Background: an optimization exercise with open tools, aiming at small area and a short achievable clock period. Do not read the settings as production practice.
In this exercise RTL edits were held to simulation tests only and were not proved equivalent to the original.

==> run a: inputs <==
==> flow/design.v <==
`timescale 1ns/1ps
module bbox_extent (
    input  logic [143:0] tri_in,
    input  logic [47:0]  screen,
    input  logic [2:0]   keep,
    output logic [95:0]  box
);
    logic signed [23:0] vx [3];
    logic signed [23:0] vy [3];
    logic signed [23:0] llx, lly, urx, ury, scr_w, scr_h;
    logic [23:0] mask;
    always_comb begin
        for (int i = 0; i < 3; i++) begin
            vx[i] = tri_in[48*i+24 +: 24];
            vy[i] = tri_in[48*i    +: 24];
        end
    end
    assign {scr_w, scr_h} = screen;
    assign mask = {14'h3fff, keep, 7'h0};
    always_comb begin
        llx = vx[0];
        lly = vy[0];
        urx = vx[0];
        ury = vy[0];
        for (int i = 1; i < 3; i++) begin
            if (vx[i] < llx) llx = vx[i];
            if (vy[i] < lly) lly = vy[i];
            if (vx[i] > urx) urx = vx[i];
            if (vy[i] > ury) ury = vy[i];
        end
        llx = llx & mask;
        lly = lly & mask;
        urx = urx & mask;
        ury = ury & mask;
        if (urx > scr_w) urx = scr_w;
        if (ury > scr_h) ury = scr_h;
        if (llx < 0) llx = '0;
        if (lly < 0) lly = '0;
    end
    assign box = {llx, lly, urx, ury};
endmodule
`timescale 1ns/1ps
module bbox_snap (
    input  logic [3:0] ss_code,
    output logic [2:0] keep
);
    always_comb begin
        case (ss_code)
            4'b0100: keep = 3'b100;
            4'b0010: keep = 3'b110;
            4'b0001: keep = 3'b111;
            default: keep = 3'b000;
        endcase
    end
endmodule
`timescale 1ns/1ps
module bbox_clip (
    input  logic [24:0] dx10,
    input  logic [24:0] dy21,
    input  logic [24:0] dy10,
    input  logic [24:0] dx21,
    output logic        back_face
);
    localparam int NR = 13;    
    localparam int SW = 50;    
    localparam logic [SW-1:0] KSUM = 50'h2aaaaabffffff;
    logic [25:0] ma, mc;
    logic [26:0] rb, rd;       
    logic [SW-1:0] rows [2*NR];
    logic [SW-1:0] neg_ab, neg_cd;
    logic [SW-1:0] sum;
    assign ma = {dx10[24], dx10};
    assign mc = {dy10[24], dy10};
    assign rb = {dy21[24], dy21, 1'b0};
    assign rd = {dx21[24], dx21, 1'b0};
    genvar j;
    generate
        for (j = 0; j < NR; j = j + 1) begin : g_row
            logic        s1a, s2a, nga, s1c, s2c, ngc;
            logic [25:0] pa, pc;
            assign s1a = rb[2*j+1] ^ rb[2*j];
            assign s2a = (rb[2*j+2] & ~rb[2*j+1] & ~rb[2*j]) |
                         (~rb[2*j+2] & rb[2*j+1] & rb[2*j]);
            assign nga = rb[2*j+2];
            assign pa  = (({26{s1a}} & ma) | ({26{s2a}} & {ma[24:0], 1'b0})) ^ {26{nga}};
            assign s1c = rd[2*j+1] ^ rd[2*j];
            assign s2c = (rd[2*j+2] & ~rd[2*j+1] & ~rd[2*j]) |
                         (~rd[2*j+2] & rd[2*j+1] & rd[2*j]);
            assign ngc = ~rd[2*j+2];
            assign pc  = (({26{s1c}} & mc) | ({26{s2c}} & {mc[24:0], 1'b0})) ^ {26{ngc}};
            assign rows[j]      = {{(SW-26){1'b0}}, ~pa[25], pa[24:0]} << (2*j);
            assign rows[NR + j] = {{(SW-26){1'b0}}, ~pc[25], pc[24:0]} << (2*j);
            assign neg_ab[2*j]   = nga;
            assign neg_cd[2*j]   = ngc;
            assign neg_ab[2*j+1] = 1'b0;
            assign neg_cd[2*j+1] = 1'b0;
        end
    endgenerate
    assign neg_ab[SW-1:2*NR] = '0;
    assign neg_cd[SW-1:2*NR] = '0;
    always_comb begin
        sum = KSUM + neg_ab + neg_cd;
        for (int k = 0; k < 2*NR; k++) sum = sum + rows[k];
    end
    assign back_face = ~sum[SW-1];
endmodule
`timescale 1ns/1ps
module bbox_pipe (
    input  logic [143:0] tri_in,
    output logic [24:0]  dx10,
    output logic [24:0]  dy21,
    output logic [24:0]  dy10,
    output logic [24:0]  dx21
);
    logic signed [24:0] x0, y0, x1, y1, x2, y2;
    assign x0 = {tri_in[  47], tri_in[  24 +: 24]};
    assign y0 = {tri_in[  23], tri_in[   0 +: 24]};
    assign x1 = {tri_in[  95], tri_in[  72 +: 24]};
    assign y1 = {tri_in[  71], tri_in[  48 +: 24]};
    assign x2 = {tri_in[ 143], tri_in[ 120 +: 24]};
    assign y2 = {tri_in[ 119], tri_in[  96 +: 24]};
    assign dx10 = x1 - x0;
    assign dy21 = y2 - y1;
    assign dy10 = y1 - y0;
    assign dx21 = x2 - x1;
endmodule
`timescale 1ns/1ps
module bbox_top (
    input  logic               clk,
    input  logic               rst_n,
    input  logic [143:0]       tri_in,
    input  logic               tri_valid,
    input  logic [47:0]        screen,
    input  logic [3:0]         ss_code,
    input  logic               hold,
    output logic [143:0]       out_tri,
    output logic [95:0]        out_box,
    output logic               out_valid
);
    logic [47:0]  scr_r;
    logic [2:0]   keep_r, keep_d;
    logic [143:0] t1_q, t2_q, t3_q;
    logic         v1, v2, v3;
    logic [24:0]  dx10_d, dy21_d, dy10_d, dx21_d;
    logic [24:0]  dx10, dy21, dy10, dx21;
    logic [95:0]  box_d, box3;
    logic         back_face;
    bbox_snap u_snap (
        .ss_code (ss_code),
        .keep    (keep_d)
    );
    bbox_pipe u_diff (
        .tri_in (t1_q),
        .dx10   (dx10_d),
        .dy21   (dy21_d),
        .dy10   (dy10_d),
        .dx21   (dx21_d)
    );
    bbox_clip u_cull (
        .dx10      (dx10),
        .dy21      (dy21),
        .dy10      (dy10),
        .dx21      (dx21),
        .back_face (back_face)
    );
    bbox_extent u_extent (
        .tri_in (t2_q),
        .screen (scr_r),
        .keep   (keep_r),
        .box    (box_d)
    );
    always_ff @(posedge clk) begin
        scr_r  <= screen;
        keep_r <= keep_d;
    end
    always_ff @(posedge clk) begin
        if (!hold) begin
            t1_q <= tri_in;
            t2_q <= t1_q;
            t3_q <= t2_q;
            dx10 <= dx10_d;
            dy21 <= dy21_d;
            dy10 <= dy10_d;
            dx21 <= dx21_d;
            box3 <= box_d;
        end
    end
    always_ff @(posedge clk or negedge rst_n) begin
        if (!rst_n) begin
            v1 <= 1'b0;
            v2 <= 1'b0;
            v3 <= 1'b0;
        end else if (!hold) begin
            v1 <= tri_valid;
            v2 <= v1;
            v3 <= v2 & ~back_face;
        end
    end
    assign out_tri   = t3_q;
    assign out_box   = box3;
    assign out_valid = v3;
endmodule
==> flow/run.sh <==
#!/bin/bash
# synth_recipe.tcl (not shown) runs the flow's synth.tcl, then flattens the netlist and writes it again
# the make line also repeats each setting of config.mk as NAME=value (left out here)
make -C /OpenROAD-flow-scripts/flow DESIGN_CONFIG=/design/flow/config.mk WORK_HOME=/design/flow/orfs CLKGATE_MAP_FILE= SYNTH_SCRIPT=/design/flow/synth_recipe.tcl finish
==> flow/config.mk <==
export PLATFORM = sky130hd
export DESIGN_NAME = bbox_top
export DESIGN_NICKNAME = bbox_top
export VERILOG_FILES = /design/flow/design.v
export SDC_FILE = /design/flow/constraint.sdc
export NUM_CORES = 4
export LEC_CHECK = 0
export CAP_MARGIN = 20
export CORE_MARGIN = 2
export CORE_UTILIZATION = 40
export SLEW_MARGIN = 20
==> flow/constraint.sdc <==
create_clock -name core_clock -period 15.0 [get_ports {clk}]
set_input_delay 3.0000 -clock core_clock [delete_from_list [all_inputs] [get_ports {clk}]]
set_output_delay 3.0000 -clock core_clock [all_outputs]
set_load 0.01 [all_outputs]
==> run b: changes against run a <==
- ABC_AREA: default -> 1
==> run summary <==
Of run a and run b, run b has the higher sequential share of layout area (gap 3.0 points).
In run b the final cell count is smaller than in run a, by 16%.
In flip-flop and latch count, run a and run b do not differ.
In run b the worst setup slack is lower than in run a, by 0.35 ns.
Between run a and run b, the lower die area is in run b (gap 15%, measured against run b).
Of run a and run b, run a has the higher maximum frequency (gap about 4%, measured against run b).
In run b the critical path depth is lower than in run a, by 7.

[static timing again, ports no longer ideal]
In the flow no input, the clock included, has a driving cell. The finished layouts below were timed again as built, in two steps. Step 1 sets driving cells, clkbuf_16 on the clock port and buf_2 on the other inputs (assumed; they add their load-dependent delay and slew). Step 2 also shifts input and output timing later by t, the mid clock arrival at the registers, as if the neighbouring blocks saw the same clock. a / b / c = no drivers / after step 1 / after step 2; a / b = the first two.
run	shift t [ns]	setup WS [ns]	slew at the worst register clock pin (ns)	worst data-port slew with drivers (ns)
run a	0.714	5.771 / 5.771 / 5.771	0.08 / 0.08	0.11
run b	0.703	5.418 / 5.418 / 5.418	0.07 / 0.07	0.09
After both steps every run listed still meets setup and hold.
